Source: an optimization exercise on an open RTL-to-GDS flow (aim: small area, a short achievable clock period and few clock cycles). Production flows keep margins and buffers that such runs may drop.
The RTL was checked by simulation tests, not by an equivalence proof against the original design.
Power and IR drop assume default switching activity.

## run A
==> flow/design.v (excerpt) <==
module ex_stage
#(
  parameter int WIDTH      = ex_pkg::WIDTH_DEFAULT,
  parameter int MULDIV_LAT = 4
) (
  input  logic             clk,
  input  logic             rst,
  input  logic             flush,
  input  logic             in_valid,
  output logic             in_ready,
  input  logic [4:0]       in_op,
  input  logic [4:0]       in_shamt,
  input  logic [4:0]       in_rd,
  input  logic [4:0]       in_rs_a,
  input  logic [4:0]       in_rs_b,
  input  logic [WIDTH-1:0] in_a,
  input  logic [WIDTH-1:0] in_b,
  input  logic             in_wen,
  output logic             out_valid,
  input  logic             out_ready,
  output logic [WIDTH-1:0] out_result,
  output logic [4:0]       out_rd,
  output logic             out_wen,
  output logic             out_zf,
  output logic             out_of,
  output logic             out_illegal
);
export LEC_CHECK = 0
export ABC_AREA = 1
export CAP_MARGIN = 20
export CORE_MARGIN = 2
export CORE_UTILIZATION = 40
export CTS_BUF_LIST = sky130_fd_sc_hd__clkbuf_8
export SLEW_MARGIN = 20
create_clock -name core_clock -period 95.0 [get_ports {clk}]
standard.sh (not shown) runs the stock make flow with config.mk's settings and CLKGATE_MAP_FILE= SYNTH_SCRIPT=/design/flow/synth_recipe.tcl, a recipe that flattens the netlist after the stock synthesis.
==> flow/flow/run.sh <==
#!/bin/bash
# Layout: the standard ORFS flow (standard.sh) with two changes:
#  - technology mapping uses an area-oriented ABC script (flow/abc.script)
#    in place of ORFS's abc_speed/abc_area scripts; everything else in
#    synthesis is ORFS's and the standard flow's own script, so the registers are the
#    standard synthesis's;
#  - ports are buffered with buf_2 cells.
# Each step's full output goes to a log file of its own in this folder.
set -euo pipefail
here=$(pwd)
rm -rf "$here/orfs_scripts"
cp -r "$FLOW_HOME/scripts" "$here/orfs_scripts"
cp "$here/flow/abc.script" "$here/orfs_scripts/abc_speed.script"
cp "$here/flow/abc.script" "$here/orfs_scripts/abc_area.script"
export SCRIPTS_DIR="$here/orfs_scripts"
export BUFFER_PORTS_ARGS="-buffer_cell sky130_fd_sc_hd__buf_2"
bash standard.sh synth > "$here/synth.log" 2>&1
bash standard.sh > "$here/layout.log" 2>&1
==> flow/flow/abc.script <==
strash
&get -n
&st
&deepsyn -T 30
&dch
&nf
&put
Testbench counts of run A, summed over its fixed seeds: cycles 32,591.
### run A -> run B
- CTS_BUF_LIST no longer set, was sky130_fd_sc_hd__clkbuf_8
- CORE_UTILIZATION now 50, was 40
diff --git a/flow/flow/run.sh b/flow/flow/run.sh
--- a/flow/flow/run.sh
+++ b/flow/flow/run.sh
@@ -5,5 +5,5 @@
 #    synthesis is ORFS's and the standard flow's own script, so the registers are the
 #    standard synthesis's;
-#  - ports are buffered with buf_2 cells.
+#  - ports are buffered with buf_1 cells.
 # Each step's full output goes to a log file of its own in this folder.
 set -euo pipefail
@@ -14,5 +14,5 @@
 cp "$here/flow/abc.script" "$here/orfs_scripts/abc_area.script"
 export SCRIPTS_DIR="$here/orfs_scripts"
-export BUFFER_PORTS_ARGS="-buffer_cell sky130_fd_sc_hd__buf_2"
+export BUFFER_PORTS_ARGS="-buffer_cell sky130_fd_sc_hd__buf_1"
 bash standard.sh synth > "$here/synth.log" 2>&1
 bash standard.sh > "$here/layout.log" 2>&1
## What came out
For largest fanout on the critical path, dividing the value from run B by the value from run A gives 1.10.
| utilization after layout | lower: run A |
Between run A and run B, height of the die decreased.
[compare] base=run A new=run B: static leakage moved down; clock transition at the register clock pins on the worst setup and hold paths after CTS moved down; final non-filler cell area moved down; share of total power in combinational logic moved down.
The following lists how run C was set up differently from run B:
- CORE_UTILIZATION: 50 -> 40
diff --git a/flow/flow/run.sh b/flow/flow/run.sh
--- a/flow/flow/run.sh
+++ b/flow/flow/run.sh
@@ -5,5 +5,7 @@
 #    synthesis is ORFS's and the standard flow's own script, so the registers are the
 #    standard synthesis's;
-#  - ports are buffered with buf_1 cells.
+#  - ports are buffered with buf_2 cells;
+#  - before the post-placement repair_design, nets are limited to a fanout
+#    of 10 (flow/pre_resize.tcl).
 # Each step's full output goes to a log file of its own in this folder.
 set -euo pipefail
@@ -14,5 +16,6 @@
 cp "$here/flow/abc.script" "$here/orfs_scripts/abc_area.script"
 export SCRIPTS_DIR="$here/orfs_scripts"
-export BUFFER_PORTS_ARGS="-buffer_cell sky130_fd_sc_hd__buf_1"
+export BUFFER_PORTS_ARGS="-buffer_cell sky130_fd_sc_hd__buf_2"
+export PRE_RESIZE_TCL="$here/flow/pre_resize.tcl"
 bash standard.sh synth > "$here/synth.log" 2>&1
 bash standard.sh > "$here/layout.log" 2>&1
==> flow/flow/pre_resize.tcl (new file) <==
# Limit the fanout that repair_design leaves on a net, so that high-fanout
# select lines get buffer trees.
set_max_fanout 10 [current_design]
## What came out
In the reports for run B and run C, the larger critical path data arrival time belongs to run C. Part of the total power dissipated in the clock network in run C vs run B: down 0.4 points. Between run B and run C, total power consumption of the routed design is lower for run B, run C comes in above that. Relative to run B, global-route usage over all layers has decreased by 4.0 points in run C. Diff run B -> run C: power per standard cell area decreased by about 7% relative to the old numbers; hold slack decreased by 0.0062 ns relative to the old numbers; power share of the combinational group increased by 1.1 points relative to the old numbers. Run C vs run B — number of global-route vias before repair rose 1635. Summary of run C over run B: post-route minimum period rose 1.88 ns, die width has increased.
For run D, these inputs were changed with respect to run C:
diff --git a/flow/flow/run.sh b/flow/flow/run.sh
--- a/flow/flow/run.sh
+++ b/flow/flow/run.sh
@@ -5,7 +5,5 @@
 #    synthesis is ORFS's and the standard flow's own script, so the registers are the
 #    standard synthesis's;
-#  - ports are buffered with buf_2 cells;
-#  - before the post-placement repair_design, nets are limited to a fanout
-#    of 10 (flow/pre_resize.tcl).
+#  - ports are buffered with buf_2 cells.
 # Each step's full output goes to a log file of its own in this folder.
 set -euo pipefail
@@ -17,5 +15,4 @@
 export SCRIPTS_DIR="$here/orfs_scripts"
 export BUFFER_PORTS_ARGS="-buffer_cell sky130_fd_sc_hd__buf_2"
-export PRE_RESIZE_TCL="$here/flow/pre_resize.tcl"
 bash standard.sh synth > "$here/synth.log" 2>&1
 bash standard.sh > "$here/layout.log" 2>&1
removed: flow/flow/pre_resize.tcl
==> run notes <==
Per the comparison of run D with run C, utilization after layout now sits lower, clock share of power now sits higher. On final net count, the higher figure sits with run C, not run D. Looking at critical path endpoint, the xa_q[1] result is from run D; the r2_q[30] one comes from run C. Die area came out exactly the same in run D and run C. Delta(wire length after detailed routing, run D - run C) < 0. Run C leaves less setup margin than run D.
Input-level comparison between run E and run D:
diff --git a/flow/flow/run.sh b/flow/flow/run.sh
--- a/flow/flow/run.sh
+++ b/flow/flow/run.sh
@@ -5,5 +5,5 @@
 #    synthesis is ORFS's and the standard flow's own script, so the registers are the
 #    standard synthesis's;
-#  - ports are buffered with buf_2 cells.
+#  - ports are buffered with buf_1 cells.
 # Each step's full output goes to a log file of its own in this folder.
 set -euo pipefail
@@ -14,5 +14,5 @@
 cp "$here/flow/abc.script" "$here/orfs_scripts/abc_area.script"
 export SCRIPTS_DIR="$here/orfs_scripts"
-export BUFFER_PORTS_ARGS="-buffer_cell sky130_fd_sc_hd__buf_2"
+export BUFFER_PORTS_ARGS="-buffer_cell sky130_fd_sc_hd__buf_1"
 bash standard.sh synth > "$here/synth.log" 2>&1
 bash standard.sh > "$here/layout.log" 2>&1
--- outcome ---
Comparing run E with run D, the power drawn by the combinational cells came out essentially unchanged. Run E closes out successfully: all stages finished, all timing, DRC and antenna checks passed. Run D has completed all stages; timing, DRC and antenna checks passed. Slack of the critical path: run E better than run D. Going from run D to run E, the area growth from synthesis to layout was found to have gone down by 1.3 points.
Modified inputs, run F compared to run E
- an added CTS_CLUSTER_SIZE of 40
- an added CTS_CLUSTER_DIAMETER of 100
diff --git a/flow/flow/run.sh b/flow/flow/run.sh
--- a/flow/flow/run.sh
+++ b/flow/flow/run.sh
@@ -5,5 +5,5 @@
 #    synthesis is ORFS's and the standard flow's own script, so the registers are the
 #    standard synthesis's;
-#  - ports are buffered with buf_1 cells.
+#  - ports are buffered with buf_2 cells.
 # Each step's full output goes to a log file of its own in this folder.
 set -euo pipefail
@@ -14,5 +14,5 @@
 cp "$here/flow/abc.script" "$here/orfs_scripts/abc_area.script"
 export SCRIPTS_DIR="$here/orfs_scripts"
-export BUFFER_PORTS_ARGS="-buffer_cell sky130_fd_sc_hd__buf_1"
+export BUFFER_PORTS_ARGS="-buffer_cell sky130_fd_sc_hd__buf_2"
 bash standard.sh synth > "$here/synth.log" 2>&1
 bash standard.sh > "$here/layout.log" 2>&1
Findings:
- Run E → run F: via count comparable, highest clock rate essentially unchanged.
- Fraction of area in clock buffers and inverters ends up higher on run F.
- Compared run E against run F; wire length of the first global-routing pass within noise.
- Compared run F vs run E, and length of routed met3 wiring is up in run F.
- Overall power consumption on run F is up relative to run E.
- Going from run E to run F, the first-iteration DRC count was found to have gone down by 156.
- Comparing run F with run E, the data required time of the critical path came out essentially unchanged.
- Summary — fraction of standard cell area that is sequential, run F relative to run E: lower, by 0.26 points.
- Clock power, run F vs run E: up by a few percent

==> re-timing with driven ports <==
In the flow no input, the clock included, has a driving cell. The finished layouts below were timed again as built, in two steps. Step 1: set_driving_cell puts a clkbuf_16 on clk and a buf_2 on each other input, an assumption about the parent block. Step 2 adds t to the input delays and takes it off the output delays; t is the mean of the earliest and latest rising clock arrival at the registers after step 1. Input paths then give back, and output paths get back, about the clock's delay inside the block. a / b / c = ideal ports / drivers / drivers and shift; a / b = the first two.
| run | shift t [ns] | slack for setup (ns) | worst setup path after step 2 | slew at the worst register clock pin (ns) | worst data-port slew with drivers (ns) |
|---|---|---|---|---|---|
| run A | 0.644 | 74.269 / 74.290 / 73.646 | input to register | 0.12 / 0.12 | 0.06 |
| run B | 0.579 | 74.206 / 74.242 / 73.664 | input to register | 0.08 / 0.08 | 0.06 |
| run C | 0.555 | 72.330 / 72.330 / 72.112 | input to register | 0.08 / 0.08 | 0.06 |
| run D | 0.576 | 74.200 / 74.225 / 73.649 | input to register | 0.09 / 0.09 | 0.06 |
| run E | 0.570 | 74.232 / 74.260 / 73.691 | input to register | 0.10 / 0.10 | 0.06 |
| run F | 0.576 | 74.200 / 74.225 / 73.649 | input to register | 0.09 / 0.09 | 0.06 |
After both steps every run listed still meets setup and hold. For run A, which loses most, drivers alone change the setup slack by +0.021 ns; drivers and shift together by -0.623 ns.
